This design comes from an exercise in tuning for small area, a short achievable clock period and few clock cycles on the open sky130 flow, not from production work. At most, simulation tests tie the RTL to the original design; equivalence was not proved.

==> 09-07: inputs <==
==> flow/design.v <==
package dma_pkg;
    localparam int DATA_W     = 32;
    localparam int PADDR_W    = 32;
    localparam int WORD_AW    = 16;           
    localparam int BE_W       = DATA_W / 8;
    localparam int SIZE_W     = 16;
    localparam int FIFO_DEPTH = 4;
    localparam int FIFO_LVL_W = 3;            
    localparam int BANK_BIT   = 20;           
    localparam logic [PADDR_W-1:0] REG_SRC  = 32'h0000_0000;
    localparam logic [PADDR_W-1:0] REG_DST  = 32'h0000_0004;
    localparam logic [PADDR_W-1:0] REG_SIZE = 32'h0000_0008;
    localparam logic [PADDR_W-1:0] REG_MODE = 32'h0000_000c;
    localparam logic [PADDR_W-1:0] REG_INT  = 32'h0000_0010;
    localparam logic [BE_W-1:0] BE_ALL  = '1;
    localparam logic [BE_W-1:0] BE_NONE = '0;
    typedef union packed {
        logic [DATA_W-1:0] raw;
        struct packed {
            logic [DATA_W-BANK_BIT-2:0] unused_hi;     
            logic                       bank;
            logic [1:0]                 unused_lo;     
            logic [WORD_AW-1:0]         word;
            logic [1:0]                 offset;
        } f;
    } dma_addr_u;
endpackage
`timescale 1ns/10ps
module dma_top (
    input  logic                        CLK,
    input  logic                        RSTN,
    output logic                        INTR,
    input  logic                        PSEL,
    input  logic                        PENABLE,
    output logic                        PREADY,
    input  logic                        PWRITE,
    input  logic [dma_pkg::PADDR_W-1:0] PADDR,
    input  logic [dma_pkg::DATA_W-1:0]  PWDATA,
    output logic [dma_pkg::DATA_W-1:0]  PRDATA,
    output logic                        mem0_en,
    output logic [dma_pkg::BE_W-1:0]    mem0_we,
    output logic [dma_pkg::WORD_AW-1:0] mem0_addr,
    output logic [dma_pkg::DATA_W-1:0]  mem0_wdata,
    input  logic [dma_pkg::DATA_W-1:0]  mem0_rdata,
    output logic                        mem1_en,
    output logic [dma_pkg::BE_W-1:0]    mem1_we,
    output logic [dma_pkg::WORD_AW-1:0] mem1_addr,
    output logic [dma_pkg::DATA_W-1:0]  mem1_wdata,
    input  logic [dma_pkg::DATA_W-1:0]  mem1_rdata
);
    logic [31:0] src;
    logic [31:0] dst;
    logic [15:0] size;
    logic        busy;           
    logic        int_done;       
    logic        start_q;        
    logic        setup;
    logic        start;
    logic        wen_src, wen_dst, wen_size, wen_int;
    logic        last_wr;        
    assign PREADY = 1'b1;
    assign setup  = PSEL & ~PENABLE;
    logic armed;
    always_ff @(posedge CLK or negedge RSTN) begin
        if (!RSTN)
            armed <= 1'b0;
        else
            armed <= 1'b1;
    end
    logic [3:0] ws;
    logic [4:0] rs;
    logic       dec_src, dec_dst, dec_size, dec_mode, dec_int;
    logic       v_src, v_dst, v_size;
    assign dec_src  = PADDR == dma_pkg::REG_SRC;
    assign dec_dst  = PADDR == dma_pkg::REG_DST;
    assign dec_size = PADDR == dma_pkg::REG_SIZE;
    assign dec_mode = PADDR == dma_pkg::REG_MODE;
    assign dec_int  = PADDR == dma_pkg::REG_INT;
    always_ff @(posedge CLK) begin
        ws[0]   <= setup & PWRITE & dec_src;
        ws[1]   <= setup & PWRITE & dec_dst;
        ws[2]   <= setup & PWRITE & dec_size;
        ws[3]   <= setup & PWRITE & dec_int;
        rs[0]   <= setup & dec_src & v_src;
        rs[1]   <= setup & dec_dst & v_dst;
        rs[2]   <= setup & dec_size & v_size;
        rs[3]   <= setup & dec_mode;
        rs[4]   <= setup & dec_int;
        start_q <= n_start_q;
    end
    assign start    = start_q & armed & ~busy;
    assign wen_src  = ws[0] & armed & ~busy;
    assign wen_dst  = ws[1] & armed & ~busy;
    assign wen_size = ws[2] & armed & ~busy;
    assign wen_int  = ws[3] & armed & PWDATA[0];
    logic [31:0] src_q, dst_q;
    logic [15:0] size_q;
    always_ff @(posedge CLK) begin
        if (wen_src)  src_q  <= PWDATA;
        if (wen_dst)  dst_q  <= PWDATA;
        if (wen_size) size_q <= PWDATA[15:0];
    end
    assign src  = src_q & {32{v_src}};
    assign dst  = dst_q & {32{v_dst}};
    assign size = size_q & {16{v_size}};
    always_ff @(posedge CLK or negedge RSTN) begin
        if (!RSTN) begin
            v_src    <= 1'b0;
            v_dst    <= 1'b0;
            v_size   <= 1'b0;
            int_done <= 1'b0;
            INTR     <= 1'b0;
        end else begin
            if (wen_src)  v_src  <= 1'b1;
            if (wen_dst)  v_dst  <= 1'b1;
            if (wen_size) v_size <= 1'b1;
            if (wen_int)
                int_done <= 1'b0;
            INTR <= last_wr | (start & size == '0);
            if (last_wr | (start & size == '0))     
                int_done <= 1'b1;
        end
    end
    assign PRDATA = ({32{rs[0]}} & src_q)
                  | ({32{rs[1]}} & dst_q)
                  | {16'd0, {16{rs[2]}} & size_q}
                  | {31'd0, rs[3] & busy}
                  | {31'd0, rs[4] & int_done};
    logic        sb, db, same;   
    logic [1:0]  so, dof;
    logic        s;              
    logic [1:0]  c;              
    logic [1:0]  end_off;
    logic [3:0]  first_be, last_be;
    logic        one_word;       
    logic        one_word_q;
    assign sb       = src[dma_pkg::BANK_BIT];
    assign db       = dst[dma_pkg::BANK_BIT];
    assign same     = sb == db;
    assign so       = src[1:0];
    assign dof      = dst[1:0];
    assign s        = dof < so;
    assign c        = 2'((4'(dof) + 4'(size[1:0]) + 4'd3) >> 2);
    assign end_off  = dof + size[1:0];
    assign first_be = 4'hf << dof;
    assign last_be  = (end_off == 2'd0) ? 4'hf : ~(4'hf << end_off);
    assign one_word = (size[15:2] == 14'd0 && c == 2'd1) || (size[15:2] == 14'd1 && c == 2'd0);
    logic        reload;         
    logic        iss;            
    logic        rd_now;         
    logic        wr0, wr1, rd0, rd1;
    logic        infl;           
    logic        ready;          
    logic        skip;           
    logic        last;           
    logic [1:0]  d;              
    logic [3:0]  be;             
    logic        asel0, asel1;   
    logic [15:0] rd_addr;
    logic [15:0] wr_addr;
    logic [13:0] q;              
    logic [1:0]  ext;
    logic [31:0] W;              
    logic [23:0] C;              
    logic [31:0] rdata;
    logic        wr_now, rem2;
    logic        n_busy, n_ready, n_reload, n_skip, n_start_q, n_wr_now, n_rd;
    assign wr_now  = busy & ready;
    assign last_wr = wr_now & last;
    assign rem2 = (q == 14'd2 && ext == 2'd0) || (q == 14'd1 && ext == 2'd1)
               || (q == 14'd0 && ext == 2'd2);
    assign n_busy    = (busy & ~last_wr) | (start & size != '0);
    assign n_reload  = wen_src | wen_dst | last_wr;
    assign n_ready   = ~reload & ((infl & ~skip) | (ready & ~wr_now));
    assign n_skip    = reload ? s : (skip & ~infl);
    assign n_start_q = setup && PWRITE && PADDR == dma_pkg::REG_MODE && PWDATA == 32'd1;
    assign n_wr_now  = n_busy & n_ready;
    assign n_rd      = ~n_reload & ~(same & n_wr_now);
    assign rd_now    = rd0 | rd1;
    assign iss       = rd_now & ~reload & (busy | start_q | (~ready & ~(infl & ~skip)));
    assign rdata = sb ? mem0_rdata : mem1_rdata;
    logic [7:0] l0, l1, l2, l3;
    logic [31:0] w_nx;
    logic [23:0] c_nx;
    assign {l3, l2, l1, l0} = rdata;
    always_comb begin
        case (d)
            2'd0: w_nx = {l3, l2, l1, l0};
            2'd1: w_nx = {l2, l1, l0, C[7:0]};
            2'd2: w_nx = {l1, l0, C[15:0]};
            default: w_nx = {l0, C[23:0]};
        endcase
        c_nx[23:16] = l3;
        c_nx[15:8]  = (d == 2'd2) ? l3 : l2;
        case (d)
            2'd1: c_nx[7:0] = l3;
            2'd2: c_nx[7:0] = l2;
            default: c_nx[7:0] = l1;
        endcase
    end
    always_ff @(posedge CLK or negedge RSTN) begin
        if (!RSTN) begin
            busy   <= 1'b0;
            reload <= 1'b1;
        end else begin
            busy   <= n_busy;
            reload <= n_reload;
        end
    end
    always_ff @(posedge CLK) begin
        d          <= dof - so;
        one_word_q <= one_word;
        infl  <= iss;
        ready <= n_ready;
        skip  <= n_skip;
        asel0 <= db & (~sb | n_wr_now);
        asel1 <= ~db & (sb | n_wr_now);
        if (infl) begin
            W <= w_nx;
            C <= c_nx;
        end
        rd_addr <= reload ? src[17:2] : rd_addr + 16'(iss);
        wr_addr <= start ? dst[17:2] : wr_addr + 16'(wr_now);
        q       <= start ? size[15:2] : q - 14'(wr_now & ext == 2'd0);
        if (start) begin
            ext     <= c;
            last    <= one_word_q;
            be      <= first_be & (one_word_q ? last_be : 4'hf);
        end else if (wr_now) begin
            if (ext != 2'd0)
                ext <= ext - 1'b1;
            last <= rem2;
            be   <= rem2 ? last_be : 4'hf;
        end
    end
    always_ff @(posedge CLK or negedge RSTN) begin
        if (!RSTN) begin
            wr0 <= 1'b0;
            wr1 <= 1'b0;
        end else begin
            wr0 <= db & n_wr_now;
            wr1 <= ~db & n_wr_now;
        end
    end
    always_ff @(posedge CLK) begin
        rd0 <= sb & n_rd;
        rd1 <= ~sb & n_rd;
    end
    assign mem0_en    = wr0 | rd0;
    assign mem1_en    = wr1 | rd1;
    assign mem0_we    = wr0 ? be : 4'd0;
    assign mem1_we    = wr1 ? be : 4'd0;
    assign mem0_addr  = asel0 ? wr_addr : rd_addr;
    assign mem1_addr  = asel1 ? wr_addr : rd_addr;
    assign mem0_wdata = W;
    assign mem1_wdata = W;
endmodule
==> flow/flow/run.sh <==
#!/bin/bash
# Standard ORFS layout (standard.sh) with changes to port buffers and CTS.
set -euo pipefail
export BUFFER_PORTS_ARGS="-buffer_cell sky130_fd_sc_hd__buf_1"
export CTS_ARGS="-sink_clustering_enable -repair_clock_nets -dont_use_dummy_load -buf_list {sky130_fd_sc_hd__clkbuf_8 sky130_fd_sc_hd__clkbuf_16} -sink_clustering_size 25 -sink_clustering_max_diameter 150"
bash standard.sh > standard_make.log 2>&1
==> flow/standard.sh <==
#!/bin/bash
# synth_recipe.tcl (not shown) runs the flow's synth.tcl, then flattens the netlist and writes it again
# the make line also repeats each setting of config.mk as NAME=value (left out here)
make -C /OpenROAD-flow-scripts/flow DESIGN_CONFIG=/design/flow/config.mk WORK_HOME=/design/flow/orfs CLKGATE_MAP_FILE= SYNTH_SCRIPT=/design/flow/synth_recipe.tcl "${@:-finish}"
==> flow/config.mk <==
export PLATFORM = sky130hd
export DESIGN_NAME = dma_top
export DESIGN_NICKNAME = dma_top
export VERILOG_FILES = /design/flow/design.v
export SDC_FILE = /design/flow/constraint.sdc
export NUM_CORES = 4
export LEC_CHECK = 0
export CAP_MARGIN = 20
export CORE_MARGIN = 2
export CORE_UTILIZATION = 65
export SETUP_SLACK_MARGIN = 3.1
export SLEW_MARGIN = 20
==> flow/constraint.sdc <==
create_clock -name core_clock -period 6.0 [get_ports {CLK}]
set_input_delay 1.2000 -clock core_clock [delete_from_list [all_inputs] [get_ports {CLK}]]
set_output_delay 1.2000 -clock core_clock [all_outputs]
set_load 0.01 [all_outputs]
==> 11-21 (differences from 09-07) <==
Settings changed: CORE_UTILIZATION 65 to 50, SETUP_SLACK_MARGIN 3.1 to 3.0.
==> 07-25 (differences from 09-07) <==
==> flow/design.v, changed modules only <==
module dma_top (
    input  logic                        CLK,
    input  logic                        RSTN,
    output logic                        INTR,
    input  logic                        PSEL,
    input  logic                        PENABLE,
    output logic                        PREADY,
    input  logic                        PWRITE,
    input  logic [dma_pkg::PADDR_W-1:0] PADDR,
    input  logic [dma_pkg::DATA_W-1:0]  PWDATA,
    output logic [dma_pkg::DATA_W-1:0]  PRDATA,
    output logic                        mem0_en,
    output logic [dma_pkg::BE_W-1:0]    mem0_we,
    output logic [dma_pkg::WORD_AW-1:0] mem0_addr,
    output logic [dma_pkg::DATA_W-1:0]  mem0_wdata,
    input  logic [dma_pkg::DATA_W-1:0]  mem0_rdata,
    output logic                        mem1_en,
    output logic [dma_pkg::BE_W-1:0]    mem1_we,
    output logic [dma_pkg::WORD_AW-1:0] mem1_addr,
    output logic [dma_pkg::DATA_W-1:0]  mem1_wdata,
    input  logic [dma_pkg::DATA_W-1:0]  mem1_rdata
);
    logic [31:0] src;
    logic [31:0] dst;
    logic [15:0] size;
    logic        busy;           
    logic        int_done;       
    logic [4:0]  sel_q;          
    logic        wr_q;           
    logic        start_q;        
    logic        setup;
    logic        start;
    logic        wen_src, wen_dst, wen_size, wen_int;
    logic        last_wr;        
    assign PREADY = 1'b1;
    assign setup  = PSEL & ~PENABLE;
    logic armed;
    always_ff @(posedge CLK or negedge RSTN) begin
        if (!RSTN)
            armed <= 1'b0;
        else
            armed <= 1'b1;
    end
    always_ff @(posedge CLK) begin
        sel_q[0] <= setup && PADDR == dma_pkg::REG_SRC;
        sel_q[1] <= setup && PADDR == dma_pkg::REG_DST;
        sel_q[2] <= setup && PADDR == dma_pkg::REG_SIZE;
        sel_q[3] <= setup && PADDR == dma_pkg::REG_MODE;
        sel_q[4] <= setup && PADDR == dma_pkg::REG_INT;
        start_q  <= n_start_q;
        wr_q     <= PWRITE;
    end
    assign start    = start_q & armed & ~busy;
    assign wen_src  = sel_q[0] & wr_q & armed & ~busy;
    assign wen_dst  = sel_q[1] & wr_q & armed & ~busy;
    assign wen_size = sel_q[2] & wr_q & armed & ~busy;
    assign wen_int  = sel_q[4] & wr_q & armed & PWDATA[0];
    logic [31:0] src_q, dst_q;
    logic [15:0] size_q;
    logic        v_src, v_dst, v_size;
    always_ff @(posedge CLK) begin
        if (wen_src)  src_q  <= PWDATA;
        if (wen_dst)  dst_q  <= PWDATA;
        if (wen_size) size_q <= PWDATA[15:0];
    end
    assign src  = src_q & {32{v_src}};
    assign dst  = dst_q & {32{v_dst}};
    assign size = size_q & {16{v_size}};
    always_ff @(posedge CLK or negedge RSTN) begin
        if (!RSTN) begin
            v_src    <= 1'b0;
            v_dst    <= 1'b0;
            v_size   <= 1'b0;
            int_done <= 1'b0;
            INTR     <= 1'b0;
        end else begin
            if (wen_src)  v_src  <= 1'b1;
            if (wen_dst)  v_dst  <= 1'b1;
            if (wen_size) v_size <= 1'b1;
            if (wen_int)
                int_done <= 1'b0;
            INTR <= last_wr | (start & size == '0);
            if (last_wr | (start & size == '0))     
                int_done <= 1'b1;
        end
    end
    assign PRDATA = ({32{sel_q[0] & v_src}} & src_q)
                  | ({32{sel_q[1] & v_dst}} & dst_q)
                  | {16'd0, {16{sel_q[2] & v_size}} & size_q}
                  | {31'd0, sel_q[3] & busy}
                  | {31'd0, sel_q[4] & int_done};
    logic        sb, db, same;   
    logic [1:0]  so, dof;
    logic        s;              
    logic [1:0]  c;              
    logic [1:0]  end_off;
    logic [3:0]  first_be, last_be;
    logic        one_word;       
    logic        one_word_q;
    assign sb       = src[dma_pkg::BANK_BIT];
    assign db       = dst[dma_pkg::BANK_BIT];
    assign same     = sb == db;
    assign so       = src[1:0];
    assign dof      = dst[1:0];
    assign s        = dof < so;
    assign c        = 2'((4'(dof) + 4'(size[1:0]) + 4'd3) >> 2);
    assign end_off  = dof + size[1:0];
    assign first_be = 4'hf << dof;
    assign last_be  = (end_off == 2'd0) ? 4'hf : ~(4'hf << end_off);
    assign one_word = (size[15:2] == 14'd0 && c == 2'd1) || (size[15:2] == 14'd1 && c == 2'd0);
    logic        reload;         
    logic        iss;            
    logic        infl;           
    logic        ready;          
    logic        skip;           
    logic        last;           
    logic [1:0]  d;              
    logic [3:0]  be;             
    logic        asel0, asel1;   
    logic [15:0] rd_addr;
    logic [15:0] wr_addr;
    logic [13:0] q;              
    logic [1:0]  ext;
    logic [31:0] W;              
    logic [23:0] C;              
    logic [31:0] rdata;
    logic [31:0] rot;
    logic        wr_now, rem2;
    logic        n_busy, n_ready, n_reload, n_skip, n_start_q, n_wr_now, n_iss;
    assign wr_now  = busy & ready;
    assign last_wr = wr_now & last;
    assign rem2 = (q == 14'd2 && ext == 2'd0) || (q == 14'd1 && ext == 2'd1)
               || (q == 14'd0 && ext == 2'd2);
    assign n_busy    = (busy & ~last_wr) | (start & size != '0);
    assign n_reload  = wen_src | wen_dst | last_wr;
    assign n_ready   = ~reload & ((infl & ~skip) | (ready & ~wr_now));
    assign n_skip    = reload ? s : (skip & ~infl);
    assign n_start_q = setup && PWRITE && PADDR == dma_pkg::REG_MODE && PWDATA == 32'd1;
    assign n_wr_now  = n_busy & n_ready;
    assign n_iss     = ~n_reload & ~(same & n_wr_now)
                     & (n_busy | n_start_q | (~n_ready & ~(iss & ~n_skip)));
    assign rdata = sb ? mem0_rdata : mem1_rdata;
    always_comb begin
        case (d)     
            2'd0: rot = rdata;
            2'd1: rot = {rdata[23:0], rdata[31:24]};
            2'd2: rot = {rdata[15:0], rdata[31:16]};
            default: rot = {rdata[7:0], rdata[31:8]};
        endcase
    end
    always_ff @(posedge CLK or negedge RSTN) begin
        if (!RSTN) begin
            busy   <= 1'b0;
            reload <= 1'b1;
            iss    <= 1'b0;
        end else begin
            busy   <= n_busy;
            reload <= n_reload;
            iss    <= n_iss;
        end
    end
    always_ff @(posedge CLK) begin
        d          <= dof - so;
        one_word_q <= one_word;
        infl  <= iss;
        ready <= n_ready;
        skip  <= n_skip;
        asel0 <= db & (~sb | n_wr_now);
        asel1 <= ~db & (sb | n_wr_now);
        if (infl) begin
            W[31:24] <= rot[31:24];
            for (int b = 0; b < 3; b++)
                W[8*b +: 8] <= (b < d) ? C[8*b +: 8] : rot[8*b +: 8];
            C <= rot[23:0];
        end
        rd_addr <= reload ? src[17:2] : rd_addr + 16'(iss);
        wr_addr <= start ? dst[17:2] : wr_addr + 16'(wr_now);
        q       <= start ? size[15:2] : q - 14'(wr_now & ext == 2'd0);
        if (start) begin
            ext     <= c;
            last    <= one_word_q;
            be      <= first_be & (one_word_q ? last_be : 4'hf);
        end else if (wr_now) begin
            if (ext != 2'd0)
                ext <= ext - 1'b1;
            last <= rem2;
            be   <= rem2 ? last_be : 4'hf;
        end
    end
    logic wr0, wr1, rd0, rd1;
    always_ff @(posedge CLK or negedge RSTN) begin
        if (!RSTN) begin
            wr0 <= 1'b0;
            wr1 <= 1'b0;
        end else begin
            wr0 <= db & n_wr_now;
            wr1 <= ~db & n_wr_now;
        end
    end
    always_ff @(posedge CLK) begin
        rd0 <= sb & n_iss;
        rd1 <= ~sb & n_iss;
    end
    assign mem0_en    = wr0 | rd0;
    assign mem1_en    = wr1 | rd1;
    assign mem0_we    = wr0 ? be : 4'd0;
    assign mem1_we    = wr1 ? be : 4'd0;
    assign mem0_addr  = asel0 ? wr_addr : rd_addr;
    assign mem1_addr  = asel1 ? wr_addr : rd_addr;
    assign mem0_wdata = W;
    assign mem1_wdata = W;
endmodule
Settings changed: CORE_UTILIZATION 65 to 50, SETUP_SLACK_MARGIN 3.1 to 3.4.
==> flow_metrics.py <==
metrics = {
    "finish": {
        "proportion_of_cell_area_occupied_by_multi_input_gates_pct": 34.5,
        "drive_gt1_share_pct": 8.32,
        "post-route-cell-area_um2": 11800,
        "most-common-layout-cells": "271 x sky130_fd_sc_hd__buf_1, 143 x sky130_fd_sc_hd__edfxtp_1, 65 x sky130_fd_sc_hd__nand2_1, 65 x sky130_fd_sc_hd__nor2_1, 61 x sky130_fd_sc_hd__dfxtp_1",
    },
    "floorplanning": {
        "die_h_um": 149,
        "row_count": 53,
    },
    "power_and_ir_drop": {
        "pwr_density_cell_nw_per_um2": 211,
        "ir_drop_uv": 205,
        "sw_frac_of_total_pct": 20.0,
    },
    "placed_design": {
        "post-place-ws_ns": 3.19,
        "dp_hpwl_um": 19800,
        "post_dp_cell_area_um2": 11500,
    },
    "sta": {
        "worst_clock_skew_ns": 0.0389,
    },
    "yosys": {
        "library_cell_with_the_highest_instance_count_after_synthesis": "sky130_fd_sc_hd__edfxtp_1",
        "synth_commonest_cells": "143 x sky130_fd_sc_hd__edfxtp_1, 66 x sky130_fd_sc_hd__dfxtp_1, 65 x sky130_fd_sc_hd__nand2_1, 65 x sky130_fd_sc_hd__nor2_1, 56 x sky130_fd_sc_hd__o21ai_0",
    },
    "min_path": {
        "hold_path_depth": 2,
    },
    "status": {
        "status": "timing/DRC/antenna clean",
    },
}
The numbers above come from 11-21.

==> flow_metrics.py <==
metrics = {
    "placed_design": {
        "post-place-ws_ns": 3.21,
        "post_dp_cell_area_um2": 11400,
    },
    "floorplanning": {
        "die_h_um": 131,
    },
    "power_and_ir_drop": {
        "pwr_density_cell_nw_per_um2": 211,
        "sw_frac_of_total_pct": 19.4,
    },
    "status": {
        "status": "timing/DRC/antenna clean",
    },
    "finish": {
        "proportion_of_cell_area_occupied_by_multi_input_gates_pct": 34.7,
        "most-common-layout-cells": "271 x sky130_fd_sc_hd__buf_1, 143 x sky130_fd_sc_hd__edfxtp_1, 65 x sky130_fd_sc_hd__nand2_1, 65 x sky130_fd_sc_hd__nor2_1, 60 x sky130_fd_sc_hd__dfxtp_1",
        "post-route-cell-area_um2": 11700,
    },
    "yosys": {
        "library_cell_with_the_highest_instance_count_after_synthesis": "sky130_fd_sc_hd__edfxtp_1",
    },
}
The numbers above come from 09-07.

==> flow_metrics.py <==
metrics = {
    "placed_design": {
        "dp_hpwl_um": 19400,
    },
    "min_path": {
        "hold_path_depth": 0,
    },
    "yosys": {
        "library_cell_with_the_highest_instance_count_after_synthesis": "sky130_fd_sc_hd__nand2_1",
        "synth_commonest_cells": "150 x sky130_fd_sc_hd__nand2_1, 143 x sky130_fd_sc_hd__edfxtp_1, 88 x sky130_fd_sc_hd__o21ai_0, 63 x sky130_fd_sc_hd__dfxtp_1, 48 x sky130_fd_sc_hd__mux2_2",
    },
    "floorplanning": {
        "die_h_um": 149,
        "row_count": 53,
    },
    "finish": {
        "proportion_of_cell_area_occupied_by_multi_input_gates_pct": 34.3,
        "most-common-layout-cells": "214 x sky130_fd_sc_hd__buf_1, 146 x sky130_fd_sc_hd__nand2_1, 143 x sky130_fd_sc_hd__edfxtp_1, 87 x sky130_fd_sc_hd__o21ai_0, 58 x sky130_fd_sc_hd__dfxtp_1",
        "post-route-cell-area_um2": 12800,
        "drive_gt1_share_pct": 17.7,
    },
    "power_and_ir_drop": {
        "pwr_density_cell_nw_per_um2": 194,
        "ir_drop_uv": 190,
    },
    "status": {
        "status": "timing/DRC/antenna clean",
    },
}
The numbers above come from 07-25.

Testbench counts of 09-07, summed over its fixed seeds: cycles 17,162.
Testbench counts of 11-21, summed over its fixed seeds: cycles 17,162.
No functional check of the RTL was part of 07-25.

afterwards: timing with drivers on the ports:
The results above use ideal ports. As a check the final layouts listed here were re-extracted and re-timed, cells and wires unchanged. Step 1, drivers: a clkbuf_16 drives CLK and a buf_2 each remaining input, both assumed. Step 2 times the ports against the registers' clock, not the clock port: input delays grow and output delays shrink by t, the midpoint of the rising clock arrivals with the driver on. a / b / c = ideal / step 1 / step 2; a / b = the first two.
| run | t, ns | setup WS [ns] | hold WS [ns] | worst setup path after step 2 | slew at the worst register clock pin (ns) |
|---|---|---|---|---|---|
| 09-07 | 0.500 | 3.226 / 3.181 / 3.377 | 0.487 / 0.487 / 0.487 | input to register | 0.10 / 0.10 |
| 11-21 | 0.502 | 3.121 / 3.074 / 3.366 | 0.496 / 0.496 / 0.496 | input to register | 0.10 / 0.10 |
| 07-25 | 0.506 | 3.097 / 3.050 / 3.084 | 0.471 / 0.471 / 0.471 | input to register | 0.10 / 0.10 |
After both steps setup and hold are still met in every run listed. For 07-25, which loses most, drivers alone change the setup slack by -0.047 ns; drivers and shift together by -0.013 ns.
